This design comes from an exercise in tuning for small area, a short achievable clock period and few clock cycles per item on the open sky130 flow, not from production work.
The RTL was checked by simulation tests, not by an equivalence proof against the original design.

## flow/design.v (module list and top-level ports; edited modules follow where they fit)
// module pipelined_alu: 1152 lines
module pipelined_alu #(
   parameter int WIDTH   = 32,
   parameter int LATENCY = 2,
   parameter int TAG_W   = 8
) (
   input  logic             clk,
   input  logic             reset,
   input  logic             in_valid,
   output logic             in_ready,
   input  logic [WIDTH-1:0] op_a,
   input  logic [WIDTH-1:0] op_b,
   input  logic [3:0]       opcode,
   input  logic [TAG_W-1:0] in_tag,
   output logic             out_valid,
   input  logic             out_ready,
   output logic [WIDTH-1:0] result,
   output logic [TAG_W-1:0] out_tag,
   output logic             flag_z,
   output logic             flag_c,
   output logic             flag_v,
   output logic             err,
   output logic             busy
);
  // ...
==> flow/run.sh <==
#!/bin/bash
# synth_recipe.tcl (not shown) runs the flow's synth.tcl, then flattens the netlist and writes it again
# the make line also repeats each setting of config.mk as NAME=value (left out here)
make -C /OpenROAD-flow-scripts/flow DESIGN_CONFIG=/design/flow/config.mk WORK_HOME=/design/flow/orfs CLKGATE_MAP_FILE= SYNTH_SCRIPT=/design/flow/synth_recipe.tcl finish
==> flow/config.mk <==
export PLATFORM = sky130hd
export DESIGN_NAME = pipelined_alu
export DESIGN_NICKNAME = pipelined_alu
export VERILOG_FILES = /design/flow/design.v
export SDC_FILE = /design/flow/constraint.sdc
export NUM_CORES = 4
export LEC_CHECK = 0
export CAP_MARGIN = 20
export CORE_MARGIN = 2
export CORE_UTILIZATION = 40
export SLEW_MARGIN = 20
==> flow/constraint.sdc <==
create_clock -name core_clock -period 10.0 [get_ports {clk}]
set_input_delay 2.0000 -clock core_clock [delete_from_list [all_inputs] [get_ports {clk}]]
set_output_delay 2.0000 -clock core_clock [all_outputs]
set_load 0.01 [all_outputs]
==> flow_metrics.tcl, run 1 <==
set metrics [dict create \
    layout_min_cycle_time_ps 6180 \
    clk_pin_slew_ps 70 \
    fin_area_sq_um 24300 \
    outcome "finished clean" \
    place_congestion 0.941 \
    post-synth-top-area-fraction_pct 24.0 \
    cts_buffers 17 \
    synth_compound_area_share_pct 17.9 \
    yosys.area.top_type "edfxtp_1" \
    rr_endpoint "x[31]" \
    highest_layer "met4" \
    async_reset_ff_share_pct 0 \
    min-delay-start "sh1[4]" \
    hold_buffers 0 \
    crit_buf_inv 1 \
    muxShareOfSynthArea_pct 3.66 \
    multi_input_area_sq_um 15000 \
    multi_input_area_share_pct 61.8 \
    synth_area_sq_um 22000 \
    synth_nets 2754 \
    drt_iter0_markers 2095 \
    crit_path_end "result[25]" \
    synth.cells.most_frequent "nand2_1 (273), a22oi_1 (239), inv_1 (232)" \
    r2r_cells 15 \
    met1_length_microns 30900 \
]
Testbench counts, summed over its fixed seeds: cycles 16,016, items 16,000.
==> run 2: changes to the inputs <==
--- a/flow/config.mk
+++ b/flow/config.mk
@@ -10,2 +10,3 @@
 export CORE_UTILIZATION = 40
+export SETUP_SLACK_MARGIN = 5
 export SLEW_MARGIN = 20
==> flow_metrics.tcl, run 2 <==
set metrics [dict create \
    outcome "finished clean" \
    use_met1_pct 36.5 \
    reg2reg_from "bm[10]" \
    coreArea_sq_um 54100 \
    drt_iter0_markers 2163 \
    clockRootBuffer "clkbuf_16" \
    synth-edff-count 176 \
    finalHoldViolations 0 \
    post-synth-top-area-fraction_pct 24.0 \
    antenna_found_initial 1 \
    crit_required_ps 8000 \
    whs_ps 421 \
    slew-limit-headroom_pct 19.6 \
    rr_endpoint "y[29]" \
    synth.cells.most_frequent "nand2_1 (273), a22oi_1 (239), inv_1 (232)" \
    grt_max_degree 76 \
    pin_count 127 \
    gr-usage-met3_pct 4.68 \
    yosys.area.top_type "edfxtp_1" \
    mostFrequentLayoutCells "nand2_1 (265), a22oi_1 (228), inv_1 (217), xor2_1 (179), edfxtp_1 (176)" \
    cts_tree "done" \
    place_congestion 0.955 \
    viasPerCell 6.05 \
    synth_nets 2754 \
    hp-class "reg -> reg" \
    cp_cell_sequence "buf_6 > fa_2 > and2_4 > o2111ai_4 > a21o_1 > a2111oi_4 > o21ai_4 > o211ai_2 > nor4bb_1 > or3_1 > a221o_1 > buf_2" \
    syn_to_final_growth_pct 20.7 \
    path_depth 12 \
    antenna_left 0 \
    maxCapViolCount 0 \
    drc_errors 0 \
    hpwlAfterDp_microns 54900 \
    fin_area_sq_um 26600 \
    num_rows 85 \
    async_reset_ff_share_pct 0 \
    crit_arrival_ps 3550 \
    maxSlewViolCount 0 \
    finalNonFillerCells 3189 \
    top_usage_layer "met2" \
    grt_pass1_vias 19100 \
    port_buffers 126 \
    avgSynthCellArea_sq_um 9.26 \
    overflow 0 \
    synth_warnings 1 \
    ys_ff_latch 178 \
    cp_slowest_cell "edfxtp_1" \
    reg2reg_slack_ps 4930 \
    synth_area_leaders "edfxtp_1 (24%), fa_1 (17%), a22oi_1 (8.1%), xor2_1 (7.4%), ha_1 (6.1%)" \
    final_net_count 2853 \
    grt_first_pass_wirelength_microns 120000 \
    start_kind "flip-flop" \
    rsz0062_at_grt "true" \
    crit_buf_inv 2 \
    avgRoutedWirePerCell_microns 25.8 \
    timing.fmax_mhz 180 \
    layout_commonest_cell "nand2_1" \
    cp_max_fo 3 \
    layout_min_cycle_time_ps 5550 \
    cts_max_path_buffers 2 \
    setup_tns_ps 0 \
    dr.pass1.iters 7 \
    holdPathEnd "sh[2]" \
    yosysMostFrequentCell "nand2_1" \
    fillers 4917 \
    start_util_pct 40.7 \
    clk_pin_slew_ps 70 \
    crit_type "reg -> out" \
    die-height_microns 239 \
    vias 19300 \
    max_stage_delay_ps 430 \
    synth.distinct_cells 76 \
    cts.sinks 178 \
    dpl_cell_area_sq_um 23700 \
    synthesis.instances 2379 \
    timing.final.crit_share_pct 55.5 \
    met2_usage_pct 45.6 \
    setup_viol 0 \
    min-delay-start "sh1[2]" \
    synth_area_sq_um 22000 \
    crit_path_end_kind "output port" \
    worst_pin_slew_ps 1210 \
    drive_gt1_share_pct 18.4 \
    critPathTopFamily "compound AO/OA/AOI/OAI gates" \
    cts-htree-levels 4 \
    cts_buffers 17 \
    skew_ps 14.3 \
    fp.dieW_microns 239 \
    dieArea_sq_um 56900 \
    dpl.cell_count 3032 \
    clk_latency_ps 460 \
    r2r_cells 16 \
    synthFlopType "edfxtp_1" \
    worst_hold_path.num_cells 0 \
    ys_seq_area_share_pct 24.2 \
    wl_microns 82200 \
    track_usage_pct 28.3 \
]
run 2: cell type report:
| class | count | area, sq um | area share (%) |
|---|---|---|---|
| multi-input combinational | 1751 | 16000 | 60.1 |
| sequential | 178 | 5330 | 20.0 |
| inverter | 236 | 886 | 3.33 |
| antenna | 2 | 5.00 | 0.0188 |
| clock buffer | 17 | 425 | 1.60 |
| timing repair buffer | 294 | 2930 | 11.0 |
| clock inverter | 15 | 168 | 0.631 |
| tap | 696 | 871 | 3.27 |
run 2: worst max path at each step:
stage                            end      start
final                      result[0]       x[0]
after global routing       result[0]       x[0]
after CTS                  result[0]      y[24]
after detailed placement  result[25]       y[3]
after global placement      in_ready  out_ready
after floorplan             in_ready  out_ready
run 2: layer usage:
layer,up-vias,part of all wire [%]
li1,8388,-
met5,-,0.012
met2,1134,46
met1,9519,39
met4,2,5.8
met3,259,8.3
run 2: metrics by stage:
step                      util (%)  setup WS, ps
after global placement        43.8          4340
after global routing          49.1          4350
after CTS                     47.6          4520
final                         49.1          4450
after detailed placement      43.8          4330
after floorplan                  -          4710
run 2: worst register-to-register path, delay by kind of cell (launching register included):
| family | cells | cell delay (ps) |
|---|---|---|
| xor+xnor | 1 | 210 |
| fa+ha+maj | 7 | 3020 |
| buf+inv | 6 | 670 |
| flops | 1 | 480 |
| mux | 1 | 270 |
| simple gates | 1 | 160 |
run 2: what timing repair did:
item	4_1_cts	5_1_grt
pin swaps	69	77
hold buffers	0	0
endpoints found under the setup margin	52	45
cloned	10	4
buffers inserted	66	43
resized for setup	282	144
run 2: kinds of logic (layout without fill, tap and decap cells):
| logic type | Yosys count | after routing | synth area share [%] |
|---|---|---|---|
| xor gates and xnor gates | 322 | 322 | 12.9 |
| DFF | 178 | 178 | 24.2 |
| adders and majority gates | 295 | 295 | 23.1 |
| muxes | 74 | 74 | 3.66 |
| other | 0 | 2 | 0 |
| and+or+nand+nor | 502 | 503 | 10.4 |
| AOI/OAI and AO/OA | 557 | 557 | 17.9 |
| buffers and inverters | 451 | 562 | 7.84 |
==> run 3: changes to the inputs <==
--- a/flow/config.mk
+++ b/flow/config.mk
@@ -10,3 +10,3 @@
 export CORE_UTILIZATION = 40
-export SETUP_SLACK_MARGIN = 5
+export SETUP_SLACK_MARGIN = 4.5
 export SLEW_MARGIN = 20
==> flow_metrics.tcl, run 3 <==
set metrics [dict create \
    outcome "finished clean" \
    clockRootBuffer "clkbuf_16" \
    finalNonFillerCells 3110 \
    synth.distinct_cells 76 \
    antenna_found_initial 0 \
    clk_latency_ps 460 \
    async_reset_ff_share_pct 0 \
    antenna_left 0 \
    post-synth-top-area-fraction_pct 24.0 \
    synthesis.instances 2379 \
    drt_iter0_markers 2244 \
    antennaDiodeCount 0 \
    cts_buffers 17 \
    grt_first_pass_wirelength_microns 116000 \
    cts-htree-levels 4 \
    num_rows 85 \
    cpMostUsedCell "nor2_2" \
    hold_buffers 0 \
    crit_required_ps 8000 \
    clk_pin_slew_ps 70 \
    cp_max_fo 4 \
    port_buffers 126 \
    grt_pass1_vias 18600 \
    rsz0062_at_grt "true" \
    layout_commonest_cell "nand2_1" \
    syn_to_final_growth_pct 14.0 \
    synth_area_leaders "edfxtp_1 (24%), fa_1 (17%), a22oi_1 (8.1%), xor2_1 (7.4%), ha_1 (6.1%)" \
    place_congestion 0.963 \
    yosysMostFrequentCell "nand2_1" \
    layout_min_cycle_time_ps 5500 \
    muxShareOfSynthArea_pct 3.66 \
    track_usage_pct 27.1 \
    synth-edff-count 176 \
    overflow 0 \
    max_stage_delay_ps 380 \
    drive_gt1_share_pct 11.4 \
    worst_pin_slew_ps 1230 \
    maxCapViolCount 0 \
    yosys.area_share.adder_pct 23.1 \
    start_kind "flip-flop" \
    fp.dieW_microns 239 \
    synth_warnings 1 \
    avgRoutedWirePerCell_microns 24.9 \
    final_net_count 2776 \
    finalHoldViolations 0 \
    coreArea_sq_um 54100 \
    cts.sinks 178 \
    yosys.area.top_type "edfxtp_1" \
    crit_type "reg -> out" \
    setup_tns_ps 0 \
    maxSlewViolCount 0 \
    dr.pass1.iters 7 \
    crit_path_end_kind "output port" \
    crit_arrival_ps 3500 \
    skew_ps 15.5 \
    synthXorXnorAreaFrac_pct 12.9 \
    synth_compound_area_share_pct 17.9 \
    grt_max_degree 77 \
    synth_area_sq_um 22000 \
    dieArea_sq_um 56900 \
    drc_errors 0 \
    synth_nets 2754 \
    ys_seq_area_share_pct 24.2 \
    start_util_pct 40.7 \
    layout_setup_ws_ps 4500 \
    timing.final.crit_share_pct 55.0 \
    synth_top_family_by_area "adder cells" \
    timing.fmax_mhz 182 \
    synthFlopType "edfxtp_1" \
    die-height_microns 239 \
    dpl.cell_count 3032 \
    cts_tree "done" \
    hp-class "reg -> reg" \
    cp_slowest_cell "edfxtp_1" \
    fillers 5101 \
    wl_microns 77500 \
    mostFrequentLayoutCells "nand2_1 (272), a22oi_1 (239), inv_1 (226), fa_1 (186), xor2_1 (183)" \
    pin_count 127 \
    slew-limit-headroom_pct 18.3 \
    cp_cell_sequence "inv_2 > ha_4 > buf_4 > nor2_2 > nor3_4 > a211oi_2 > nor2_2 > a41oi_4 > buf_6 > o31a_1 > a21o_1 > or3_4 > a221o_1 > buf_2" \
    ys_ff_latch 178 \
    synth.cells.most_frequent "nand2_1 (273), a22oi_1 (239), inv_1 (232)" \
    hpwlAfterDp_microns 54300 \
    utilization_pct 46.4 \
    dp_slack_ps 4340 \
    synth_simple_gate_area_share_pct 10.4 \
    avgSynthCellArea_sq_um 9.26 \
    cts_max_path_buffers 2 \
    setup_viol 0 \
    viasPerCell 5.97 \
    vias 18600 \
]
## run 3: cell counts after synthesis
No cell type changed its count.
## run 3: logic make-up (layout without fill, tap and decap cells)
group | count (synthesis) | in the layout
adders and majority gates | 295 | 295
AOI/OAI and AO/OA | 557 | 557
muxes | 74 | 74
DFF | 178 | 178
buffers and inverters | 451 | 484
xor gates and xnor gates | 322 | 322
and+or+nand+nor | 502 | 504
## run 3: final cells by class
type,count,area [sq um],share of cell area [%]
clock buffer,19,433,1.72
inverter,236,886,3.53
sequential,178,5330,21.2
tap,696,871,3.47
clock inverter,13,121,0.483
multi-input combinational,1752,15500,61.9
timing repair buffer,216,1940,7.72
## run 3: worst paths after layout
| path | startpoint | end | slack, ps | cells past startpoint |
|---|---|---|---|---|
| max | y[3] | result[0] | 4500 | 14 |
| min | s_g1 | s_g | 420 | 0 |
| max reg2reg | bm[1] | x[31] | 4680 | 17 |
| min reg2reg | s_g1 | s_g | 420 | 0 |
## run 3: repair_timing
| action | in CTS | in global routing |
|---|---|---|
| gates cloned | 2 | 0 |
| setup buffers | 18 | 25 |
| endpoints found under the setup margin | 39 | 38 |
| pin swaps | 24 | 36 |
| gates resized for setup | 112 | 67 |
## run 3: metal layers
metal	up-vias	wire (microns)	GRT usage (%)	part of all wire [%]
met5	-	0	0	0
met2	925	36700	44.1	47
met3	192	5690	3.85	7.3
met4	0	3510	12.6	4.5
met1	9217	31600	35.8	41
li1	8228	-	-	-
## run 3: stage by stage
stage	area (sq um)	hold WS, ps
final	25100	422
after global routing	25100	431
after CTS	24700	422
after detailed placement	23700	405
after global placement	23700	401
after floorplan	22000	400
## run 3: critical path: cells and delay by family, from the launching register on
kind	cells	cell delay [ps]
adder cells (fa/ha/maj)	1	280
buffers and inverters	4	500
AO/OA/AOI/OAI	5	1060
AND/OR/NAND/NOR	4	810
flip-flops	1	380
==> run 4: changes to the inputs <==
==> flow/flow/run.sh (new file) <==
#!/bin/bash
# The standard layout, with the ports buffered by buf_2 cells instead of the delay-type
# buffer that buffer_ports picks by default.
set -euo pipefail
bash standard.sh "BUFFER_PORTS_ARGS=-buffer_cell sky130_fd_sc_hd__buf_2" finish > standard_make.log 2>&1
==> flow/standard.sh (new file) <==
#!/bin/bash
# synth_recipe.tcl (not shown) runs the flow's synth.tcl, then flattens the netlist and writes it again
# the make line also repeats each setting of config.mk as NAME=value (left out here)
make -C /OpenROAD-flow-scripts/flow DESIGN_CONFIG=/design/flow/config.mk WORK_HOME=/design/flow/orfs CLKGATE_MAP_FILE= SYNTH_SCRIPT=/design/flow/synth_recipe.tcl "${@:-finish}"
removed: flow/run.sh
==> flow_metrics.tcl, run 4 <==
set metrics [dict create \
    layout_setup_ws_ps 4510 \
    cts_tree "done" \
    finalNonFillerCells 3082 \
    slew-limit-headroom_pct 22.6 \
    grt_first_pass_wirelength_microns 116000 \
    crit_buf_inv 2 \
    muxShareOfSynthArea_pct 3.66 \
    vias 18600 \
    synth-edff-count 176 \
    timing.final.crit_share_pct 54.9 \
    fin_area_sq_um 24200 \
    die-height_microns 239 \
    outcome "finished clean" \
    post-synth-top-area-fraction_pct 24.0 \
    antenna_found_initial 2 \
    dpl_cell_area_sq_um 23100 \
    synth.distinct_cells 76 \
    avgRoutedWirePerCell_microns 25.0 \
    synthFlopType "edfxtp_1" \
    ys_seq_area_share_pct 24.2 \
    final_net_count 2748 \
    clk_latency_ps 480 \
    drive_gt1_share_pct 14.1 \
    cts-htree-levels 4 \
    place_congestion 0.980 \
    dieArea_sq_um 56900 \
    cts.sinks 178 \
    crit_path_end_kind "output port" \
    utilization_pct 44.6 \
    track_usage_pct 27.0 \
    synthesis.instances 2379 \
    crit_arrival_ps 3490 \
    timing.fmax_mhz 182 \
    viasPerCell 6.05 \
    layout_min_cycle_time_ps 5490 \
    min-delay-start "s_g1" \
    yosys.area_share.adder_pct 23.1 \
    start_util_pct 40.7 \
    maxSlewViolCount 0 \
    dp_slack_ps 4630 \
    synth_area_leaders "edfxtp_1 (24%), fa_1 (17%), a22oi_1 (8.1%), xor2_1 (7.4%), ha_1 (6.1%)" \
    wl_microns 77000 \
    whs_ps 420 \
    drc_errors 0 \
    synth_compound_area_share_pct 17.9 \
    drt_iter0_markers 2065 \
    grt_max_degree 71 \
    async_reset_ff_share_pct 0 \
    clk_pin_slew_ps 70 \
    synth_simple_gate_area_share_pct 10.4 \
    start_kind "flip-flop" \
    cts_buffers 17 \
    mostFrequentLayoutCells "nand2_1 (273), a22oi_1 (239), inv_1 (230), fa_1 (186), xor2_1 (185)" \
    startpoint "fill" \
    ys_ff_latch 178 \
    critPathTopFamily "simple AND/OR/NAND/NOR gates" \
    rsz0062_at_grt "true" \
    avgSynthCellArea_sq_um 9.26 \
    setup_tns_ps 0 \
    yosysMostFrequentCell "nand2_1" \
    yosys.area.top_type "edfxtp_1" \
    antennaDiodeCount 0 \
    maxCapViolCount 0 \
    syn_to_final_growth_pct 9.68 \
    port_buffers 126 \
    hold_buffers 0 \
    pin_count 127 \
    grt_pass1_vias 18400 \
    worst_pin_slew_ps 1160 \
    synth_nets 2754 \
    crit_type "reg -> out" \
    layout_commonest_cell "nand2_1" \
    hp-class "reg -> reg" \
    cp_slowest_cell "edfxtp_1" \
    setup_viol 0 \
    antenna_left 0 \
    max_stage_delay_ps 700 \
    synth_area_sq_um 22000 \
    synth_top_family_by_area "adder cells" \
    num_rows 85 \
    synthXorXnorAreaFrac_pct 12.9 \
    cts_max_path_buffers 2 \
    reg2reg_from "bm[1]" \
    synth_warnings 1 \
    hpwlAfterDp_microns 55200 \
    skew_ps 24.5 \
    cp_cell_sequence "clkinv_1 > nor2_1 > and3_1 > a222oi_1 > o211ai_1 > or3_1 > buf_2" \
    fp.dieW_microns 239 \
    cp_max_fo 10 \
    clockRootBuffer "clkbuf_16" \
    synth.cells.most_frequent "nand2_1 (273), a22oi_1 (239), inv_1 (232)" \
    coreArea_sq_um 54100 \
    finalHoldViolations 0 \
    overflow 0 \
    crit_required_ps 8000 \
    dpl.cell_count 3034 \
    dr.pass1.iters 7 \
]
-- run 4: cell counts after synthesis --
No cell type changed its count.
-- run 4: timing repair --
action                                  CTS  global route
resized for setup                        29            42
endpoints found under the setup margin   20            25
pin swaps                                 3            16
setup buffers                             5            10
hold endpoints to repair                  0             0
-- run 4: area by class of cell --
type	count	area [sq um]
flip-flops and latches	178	5330
clock buffers	17	425
inverters	236	886
clock inverters	15	171
repair buffers	190	1160
fillers	5197	30000
well taps	696	871
multi-input cells	1750	15300
-- run 4: routing by layer --
| layer | wire [microns] | global-route usage, % | up-vias |
|---|---|---|---|
| li1 | - | - | 8170 |
| met4 | 3940 | 14.1 | 2 |
| met1 | 30600 | 35.7 | 9183 |
| met5 | 18 | 0 | - |
| met3 | 6270 | 3.65 | 198 |
| met2 | 36100 | 43.2 | 1096 |
-- run 4: kinds of logic after synthesis --
group                      count (synthesis)
AOI/OAI and AO/OA                        557
xor gates and xnor gates                 322
adders and majority gates                295
buffers and inverters                    451
DFF                                      178
muxes                                     74
and+or+nand+nor                          502
-- run 4: path summary, 6_finish.rpt --
kind	slack, ps	cells after the start	endpoint
setup / recovery	4510	7	result[5]
hold / removal	420	0	s_g
setup reg to reg	4740	17	x[31]
hold reg to reg	420	0	s_g
-- run 4: worst reg2reg max path, stage by stage, from the launching register on --
cell and delay, ps:
edfxtp_1 320, buf_4 270, ha_1 190, nand2b_2 100, buf_4 500, xnor2_1 220
fa_1 520, fa_1 570, fa_1 430, fa_1 380, xor2_1 160, xnor2_1 200
xnor2_1 170, xnor2_1 150, xnor3_1 250, xnor2_1 180, xnor3_1 400, o21ai_1 110

-- separate check: timing with driven ports --
Ports are ideal in the flow. The routed layouts listed here were re-timed in OpenROAD. Step 1: set_driving_cell puts a clkbuf_16 on clk and a buf_2 on each other input, an assumption about the parent block. Step 2 also shifts input and output timing later by t, the mid clock arrival at the registers, as if the neighbouring blocks saw the same clock. Three values: ideal ports, drivers, drivers and shift; two values: the first two.
run | t, ns | slack for setup (ns) | worst setup path at the end | worst data-port slew with drivers (ns)
run 1 | 0.505 | 3.820 / 3.765 / 4.128 | input to output | 0.05
run 2 | 0.508 | 4.448 / 4.392 / 4.881 | input to register | 0.05
run 3 | 0.516 | 4.498 / 4.440 / 4.681 | register to register | 0.05
run 4 | 0.522 | 4.508 / 4.449 / 4.735 | register to register | 0.06
After both steps setup and hold are still met in every run listed.
